Background: an optimization exercise with open tools, aiming at a short achievable clock period and few clock cycles. Do not read the settings as production practice.
The RTL was checked by simulation tests, not by an equivalence proof against the original design.
Power and IR drop assume default switching activity.

==> wip/umber: inputs <==
// processor
module processor (
    input  logic           clock,
    input  logic           reset,
    output cpu_pkg::word_t address_imem,
    input  cpu_pkg::word_t q_imem,
    output cpu_pkg::word_t address_dmem,
    output cpu_pkg::word_t data,
    output logic           wren,
    input  cpu_pkg::word_t q_dmem,
    output logic             ctrl_writeEnable,
    output cpu_pkg::reg_idx_t ctrl_writeReg,
    output cpu_pkg::reg_idx_t ctrl_readRegA,
    output cpu_pkg::reg_idx_t ctrl_readRegB,
    output cpu_pkg::word_t    data_writeReg,
    input  cpu_pkg::word_t    data_readRegA,
    input  cpu_pkg::word_t    data_readRegB
);
==> flow/config.mk <==
export PLATFORM = sky130hd
export DESIGN_NAME = processor
export DESIGN_NICKNAME = processor
export VERILOG_FILES = /design/flow/design.v
export SDC_FILE = /design/flow/constraint.sdc
export NUM_CORES = 4
export LEC_CHECK = 0
export ABC_CLOCK_PERIOD_IN_PS = 2500
export CAP_MARGIN = 20
export CORE_MARGIN = 2
export CORE_UTILIZATION = 40
export SETUP_SLACK_MARGIN = 2.5
export SLEW_MARGIN = 20
==> flow/constraint.sdc <==
create_clock -name core_clock -period 5.5 [get_ports {clock}]
set_input_delay 1.1000 -clock core_clock [delete_from_list [all_inputs] [get_ports {clock}]]
set_output_delay 1.1000 -clock core_clock [all_outputs]
set_load 0.01 [all_outputs]
standard.sh (not shown) runs the stock make flow with config.mk's settings and CLKGATE_MAP_FILE= SYNTH_SCRIPT=/design/flow/synth_recipe.tcl, a recipe that flattens the netlist after the stock synthesis.
==> flow/flow/run.sh <==
#!/bin/bash
# The standard layout, with the port buffers made of buf_4 cells instead of
# the default choice; every tool's output goes to standard.log in this folder.
set -euo pipefail
export BUFFER_PORTS_ARGS="-buffer_cell sky130_fd_sc_hd__buf_4"
bash standard.sh > standard.log 2>&1
==> inputs of wip/fjord, as changes to wip/umber <==
--- a/flow/design.v
+++ b/flow/design.v
@@ -34,10 +34,48 @@
     for (i = 0; i < 2; i++) begin : g4
         assign l4[i] = l3[2*i+1] | (e3[2*i+1] & l3[2*i]);
         assign e4[i] = e3[2*i+1] & e3[2*i];
     end
     assign lt = l4[1] | (e4[1] & l4[0]);
+endmodule
+`timescale 1ns/1ns
+module carries32 (
+    input  logic [31:0] a,
+    input  logic [31:0] b,
+    input  logic        cin,
+    output logic [31:0] c
+);
+    logic [32:0] g [0:6];
+    logic [32:0] p [0:6];
+    assign g[0] = {a & b, cin};
+    assign p[0] = {a ^ b, 1'b0};
+    genvar l, i;
+    for (l = 0; l < 6; l++) begin : lvl
+        for (i = 0; i < 33; i++) begin : bit_
+            if (i >= (1 << l)) begin : comb
+                assign g[l+1][i] = g[l][i] | (p[l][i] & g[l][i-(1<<l)]);
+                assign p[l+1][i] = p[l][i] & p[l][i-(1<<l)];
+            end else begin : pass
+                assign g[l+1][i] = g[l][i];
+                assign p[l+1][i] = p[l][i];
+            end
+        end
+    end
+    assign c = g[6][31:0];
+endmodule
+module add_simm17 (
+    input  logic [31:0] a,
+    input  logic [16:0] imm,
+    output logic [31:0] s
+);
+    logic [31:0] c;
+    logic [14:0] h0, h1;
+    carries32 lo_carries (.a({15'd0, a[16:0]}), .b({15'd0, imm}), .cin(1'b0), .c(c));
+    assign s[16:0] = a[16:0] ^ imm ^ c[16:0];
+    assign h0 = imm[16] ? a[31:17] - 15'd1 : a[31:17];
+    assign h1 = imm[16] ? a[31:17] : a[31:17] + 15'd1;
+    assign s[31:17] = ({15{c[17]}} & h1) | ({15{!c[17]}} & h0);
 endmodule
 `timescale 1ns/1ns
 module processor (
     input  logic           clock,
     input  logic           reset,
@@ -60,18 +98,20 @@
     assign pc = rd_q ? alt_q : pc_q;
     logic        e_we;
     logic        e_wev, e_stv, e_brv;
     logic [4:0]  e_dest;
     logic        e_st, e_br, e_bne, e_pred, e_addi, e_dec, e_nz, e_pos, e_neg;
-    logic        e_rld, e_rand, e_ror, e_rpass;
+    logic        e_rld, e_rand, e_ror, e_rsll, e_rsra;
+    logic [3:0]  e_sh0, e_sh1;
+    logic [1:0]  e_sh2;
     logic [31:0] e_a, e_b, e_addr, e_pc1, e_imm;
     logic        e_fa;
     logic        e_rsum, e_cin;
     logic        w_we;
     logic [4:0]  w_dest;
     logic [31:0] w_res;
-    logic [31:0] sum, other, res;
+    logic [31:0] other, res, hs, cy;
     logic [31:0] ins;
     logic [4:0]  op, rd, rs, rt, rb;
     logic        is_r, is_addi, is_lw, is_sw, is_bne, is_blt, is_j, is_jal, is_br, is_mem;
     logic [31:0] imm;
     assign ins     = q_imem;
@@ -109,22 +149,19 @@
     assign eha   = e_wev && (e_dest == rs);
     assign eh_rt = e_wev && (e_dest == rt);
     assign eh_rd = e_wev && (e_dest == rd);
     assign ehb   = ins[28] ? eh_rd : eh_rt;
     logic [31:0] pc1, br_target, fd_next, pc_next;
-    logic        fd_resolved, fd_taken, take_br, stall, mispredict, kill;
+    logic        fd_resolved, take_br, stall, mispredict, kill;
     logic        is_shift;
-    logic [31:0] sh_res;
     logic [31:0] alt1_q, pcq1;
-    logic [32:0] bt_q;
+    logic [31:0] bt_cy;
     assign pcq1      = pc_q + 32'd1;
     assign pc1       = ({32{rd_q}} & alt1_q) | ({32{!rd_q}} & pcq1);
-    assign bt_q      = {pc_q, 1'b1} + {imm, 1'b1};
-    assign br_target = bt_q[32:1];
+    carries32 bt_carries (.a(pc_q), .b(imm), .cin(1'b1), .c(bt_cy));
+    assign br_target = pc_q ^ imm ^ bt_cy;
     assign fd_resolved = !(eha || eh_rd || wfa || wf_rd);
-    assign fd_taken    = is_bne ? (data_readRegA != data_readRegB)
-                                : ($signed(data_readRegB) < $signed(data_readRegA));
     logic pred;
     assign pred        = imm[31] || is_bne;
     logic        fuse_ok, fused_taken;
     assign fuse_ok     = e_wev && e_addi && !e_fa &&
                          ((rs == 5'd0 && rd == e_dest) || (rd == 5'd0 && rs == e_dest)) &&
@@ -135,11 +172,11 @@
     slt32 fd_cmp (.a(data_readRegB), .b(data_readRegA), .lt(fd_lt));
     assign k_ne    = is_bne && !rd_q && fd_resolved;
     assign k_lt    = is_blt && !rd_q && fd_resolved;
     assign k_other = is_br && !rd_q && !fd_resolved && (fuse_ok ? fused_taken : pred);
     assign take_br = (k_ne && fd_ne) || (k_lt && fd_lt) || k_other;
-    assign stall = (is_mem && (eha || wfa)) || (is_shift && eha) || (rd_q && is_br);
+    assign stall = (is_mem && (eha || wfa)) || (rd_q && is_br);
     assign kill  = stall;
     logic [31:0] nbr_next;
     always_comb begin
         if (is_j || is_jal) begin
             nbr_next = {5'b0, ins[26:0]};
@@ -150,41 +187,42 @@
         end
     end
     assign fd_next = ({32{take_br}} & br_target) | ({32{!take_br}} & nbr_next);
     assign pc_next = fd_next;
     logic [31:0] addr_rf;
-    assign addr_rf = data_readRegA + imm;
+    add_simm17 addr_add (.a(data_readRegA), .imm(ins[16:0]), .s(addr_rf));
     logic [4:0] fn;
     logic       fn_add, fn_sub, fn_and, fn_or, fn_sll, fn_sra;
     assign fn     = ins[6:2];
     assign fn_add = is_r && fn == 5'd0;
     assign fn_sub = is_r && fn == 5'd1;
     assign fn_and = is_r && fn == 5'd2;
     assign fn_or  = is_r && fn == 5'd3;
     assign fn_sll = is_r && fn == 5'd4;
     assign fn_sra = is_r && fn == 5'd5;
     assign is_shift = fn_sll || fn_sra;
-    logic [31:0] shl_rf, shr_rf, shl_w, shr_w;
-    logic        sel_l, sel_r;
-    assign shl_rf = data_readRegA << ins[11:7];
-    assign shr_rf = 32'($signed(data_readRegA) >>> ins[11:7]);
-    assign shl_w  = w_res << ins[11:7];
-    assign shr_w  = 32'($signed(w_res) >>> ins[11:7]);
-    assign sel_l  = (ins[6:2] == 5'd4);
-    assign sel_r  = !sel_l;
-    assign sh_res = ({32{!wfa && sel_l}} & shl_rf) | ({32{!wfa && sel_r}} & shr_rf) |
-                    ({32{wfa && sel_l}} & shl_w) | ({32{wfa && sel_r}} & shr_w);
     logic fa_d, fb_d;
     assign fa_d = eha && !is_jal;
     assign fb_d = ehb && !is_addi && !is_jal;
     logic nz_rf, nz_w, pos_rf, pos_w, neg_rf, neg_w;
     assign nz_rf  = ((data_readRegA ^ imm) != {data_readRegA[30:0] | imm[30:0], 1'b0});
     assign nz_w   = ((w_res ^ imm) != {w_res[30:0] | imm[30:0], 1'b0});
     assign pos_rf = (!data_readRegA[31] && |data_readRegA[30:1]) || (data_readRegA[31] && ~|data_readRegA[30:0]);
     assign pos_w  = (!w_res[31] && |w_res[30:1]) || (w_res[31] && ~|w_res[30:0]);
     assign neg_rf = (data_readRegA[31] && |data_readRegA[30:0]) || ~|data_readRegA;
     assign neg_w  = (w_res[31] && |w_res[30:0]) || ~|w_res;
+    logic [31:0] an, bn, af0, af1, bf0, bf1, a_c0, a_c1, b_c0, b_c1;
+    assign an   = is_jal ? pc1 : ra;
+    assign bn   = is_addi ? imm : (is_jal ? 32'd0 : (fn_sub ? ~rbv : rbv));
+    assign af0  = ({32{e_rsum}} & hs) | other;
+    assign af1  = ({32{e_rsum}} & ~hs) | other;
+    assign bf0  = af0 ^ {32{fn_sub}};
+    assign bf1  = af1 ^ {32{fn_sub}};
+    assign a_c0 = ({32{fa_d}} & af0) | ({32{!fa_d}} & an);
+    assign a_c1 = ({32{fa_d}} & af1) | ({32{!fa_d}} & an);
+    assign b_c0 = ({32{fb_d}} & bf0) | ({32{!fb_d}} & bn);
+    assign b_c1 = ({32{fb_d}} & bf1) | ({32{!fb_d}} & bn);
     always_ff @(posedge clock) begin
         if (reset) begin
             rd_q   <= 1'b1;
             e_we   <= 1'b0;
             e_st   <= 1'b0;
@@ -212,32 +250,44 @@
         e_rsum <= fn_add || fn_sub || is_addi || is_jal;
         e_cin  <= fn_sub;
         e_rld  <= is_lw;
         e_rand <= fn_and;
         e_ror  <= fn_or;
-        e_rpass <= is_shift;
-        e_a    <= ({32{fa_d && e_rsum}} & sum) | ({32{fa_d && !e_rsum}} & other) |
-                  ({32{!fa_d}} & (is_jal ? pc1 : (is_shift ? sh_res : ra)));
-        e_b    <= ({32{fb_d && e_rsum}} & (sum ^ {32{fn_sub}})) |
-                  ({32{fb_d && !e_rsum}} & (other ^ {32{fn_sub}})) |
-                  ({32{!fb_d}} & (is_addi ? imm : (is_jal ? 32'd0 : (fn_sub ? ~rbv : rbv))));
+        e_rsll <= fn_sll;
+        e_rsra <= fn_sra;
+        e_sh0  <= 4'b0001 << ins[8:7];
+        e_sh1  <= 4'b0001 << ins[10:9];
+        e_sh2  <= {ins[11], !ins[11]};
+        e_a    <= (cy & a_c1) | (~cy & a_c0);
+        e_b    <= (cy & b_c1) | (~cy & b_c0);
         e_pc1  <= pc1;
         e_imm  <= imm;
         e_fa   <= fa_d;
     end
-    logic [32:0] x;
+    logic [31:0] l1, l2, shl, r1, r2, shr;
+    assign l1  = ({32{e_sh0[0]}} & e_a) | ({32{e_sh0[1]}} & (e_a << 1)) |
+                 ({32{e_sh0[2]}} & (e_a << 2)) | ({32{e_sh0[3]}} & (e_a << 3));
+    assign l2  = ({32{e_sh1[0]}} & l1) | ({32{e_sh1[1]}} & (l1 << 4)) |
+                 ({32{e_sh1[2]}} & (l1 << 8)) | ({32{e_sh1[3]}} & (l1 << 12));
+    assign shl = ({32{e_sh2[0]}} & l2) | ({32{e_sh2[1]}} & (l2 << 16));
+    assign r1  = ({32{e_sh0[0]}} & e_a) | ({32{e_sh0[1]}} & 32'($signed(e_a) >>> 1)) |
+                 ({32{e_sh0[2]}} & 32'($signed(e_a) >>> 2)) | ({32{e_sh0[3]}} & 32'($signed(e_a) >>> 3));
+    assign r2  = ({32{e_sh1[0]}} & r1) | ({32{e_sh1[1]}} & 32'($signed(r1) >>> 4)) |
+                 ({32{e_sh1[2]}} & 32'($signed(r1) >>> 8)) | ({32{e_sh1[3]}} & 32'($signed(r1) >>> 12));
+    assign shr = ({32{e_sh2[0]}} & r2) | ({32{e_sh2[1]}} & 32'($signed(r2) >>> 16));
     logic        taken_e, ne, lt;
-    assign x   = {e_a, 1'b1} + {e_b, e_cin};
-    assign sum = x[32:1];
+    assign hs = e_a ^ e_b;
+    carries32 alu_carries (.a(e_a), .b(e_b), .cin(e_cin), .c(cy));
     always_comb begin
         other = 32'd0;
         if (e_rld)  other = other | q_dmem;
         if (e_rand) other = other | (e_a & e_b);
         if (e_ror)  other = other | (e_a | e_b);
-        if (e_rpass) other = other | e_a;
-    end
-    assign res = ({32{e_rsum}} & sum) | other;
+        if (e_rsll) other = other | shl;
+        if (e_rsra) other = other | shr;
+    end
+    assign res = (cy & af1) | (~cy & af0);
     assign ne = (e_a != e_b);
     slt32 e_cmp (.a(e_b), .b(e_a), .lt(lt));
     assign taken_e    = e_bne ? ne : lt;
     assign e_wev      = e_we && !rd_q;
     assign e_stv      = e_st && !rd_q;
==> flow/run.sh (new file) <==
#!/bin/bash
# synth_recipe.tcl (not shown) runs the flow's synth.tcl, then flattens the netlist and writes it again
# the make line also repeats each setting of config.mk as NAME=value (left out here)
make -C /OpenROAD-flow-scripts/flow DESIGN_CONFIG=/design/flow/config.mk WORK_HOME=/design/flow/orfs CLKGATE_MAP_FILE= SYNTH_SCRIPT=/design/flow/synth_recipe.tcl finish
--- a/flow/config.mk
+++ b/flow/config.mk
@@ -7,7 +7,8 @@
 export LEC_CHECK = 0
 export ABC_CLOCK_PERIOD_IN_PS = 2500
 export CAP_MARGIN = 20
 export CORE_MARGIN = 2
 export CORE_UTILIZATION = 40
+export PLACE_DENSITY = 0.9
 export SETUP_SLACK_MARGIN = 2.5
 export SLEW_MARGIN = 20
removed: flow/flow/run.sh
removed: flow/standard.sh
==> summary of the runs <==
In wip/fjord the first-iteration DRC count is lower than in wip/umber, by about 17%. In wip/fjord the via count is smaller than in wip/umber, by about 13%. Against wip/umber, the synthesized cell count of wip/fjord is smaller by about 10%. Against wip/umber, the critical path depth of wip/fjord is lower by 2. wip/fjord completed without violations. wip/umber went through all stages and came out clean. Maximum frequency: wip/umber is larger than wip/fjord (1.9%). Against wip/fjord, the area after synthesis of wip/umber is higher by about 15%. In wip/umber the setup slack is higher than in wip/fjord, by 0.062 ns. In wip/fjord the non-clock buffer count is lower than in wip/umber, by 103. Against wip/fjord, the sequential power of wip/umber is smaller by about 4%.
Testbench counts of wip/umber, summed over its fixed seeds: cycles 27,913.
Testbench counts of wip/fjord, summed over its fixed seeds: cycles 27,831.

-- afterwards: timing with drivers on the ports --
The results above use ideal ports. As a check the final layouts listed here were re-extracted and re-timed, cells and wires unchanged. Step 1, drivers: a clkbuf_16 drives clock and a buf_2 each remaining input, both assumed. Step 2 also shifts input and output timing later by t, the mid clock arrival at the registers, as if the neighbouring blocks saw the same clock. Slacks: ideal ports / drivers / drivers and shift; pairs: ideal ports / drivers.
run	shift t [ns]	setup slack, ns	worst setup path at the end	cell pins on the clock port's net
wip/umber	0.647	2.183 / 1.996 / 1.349	input to register	1
wip/fjord	0.629	2.121 / 2.121 / 1.604	input to register	1
After both steps every run listed still meets setup and hold. For wip/umber, which loses most, drivers alone change the setup slack by -0.187 ns; drivers and shift together by -0.834 ns.
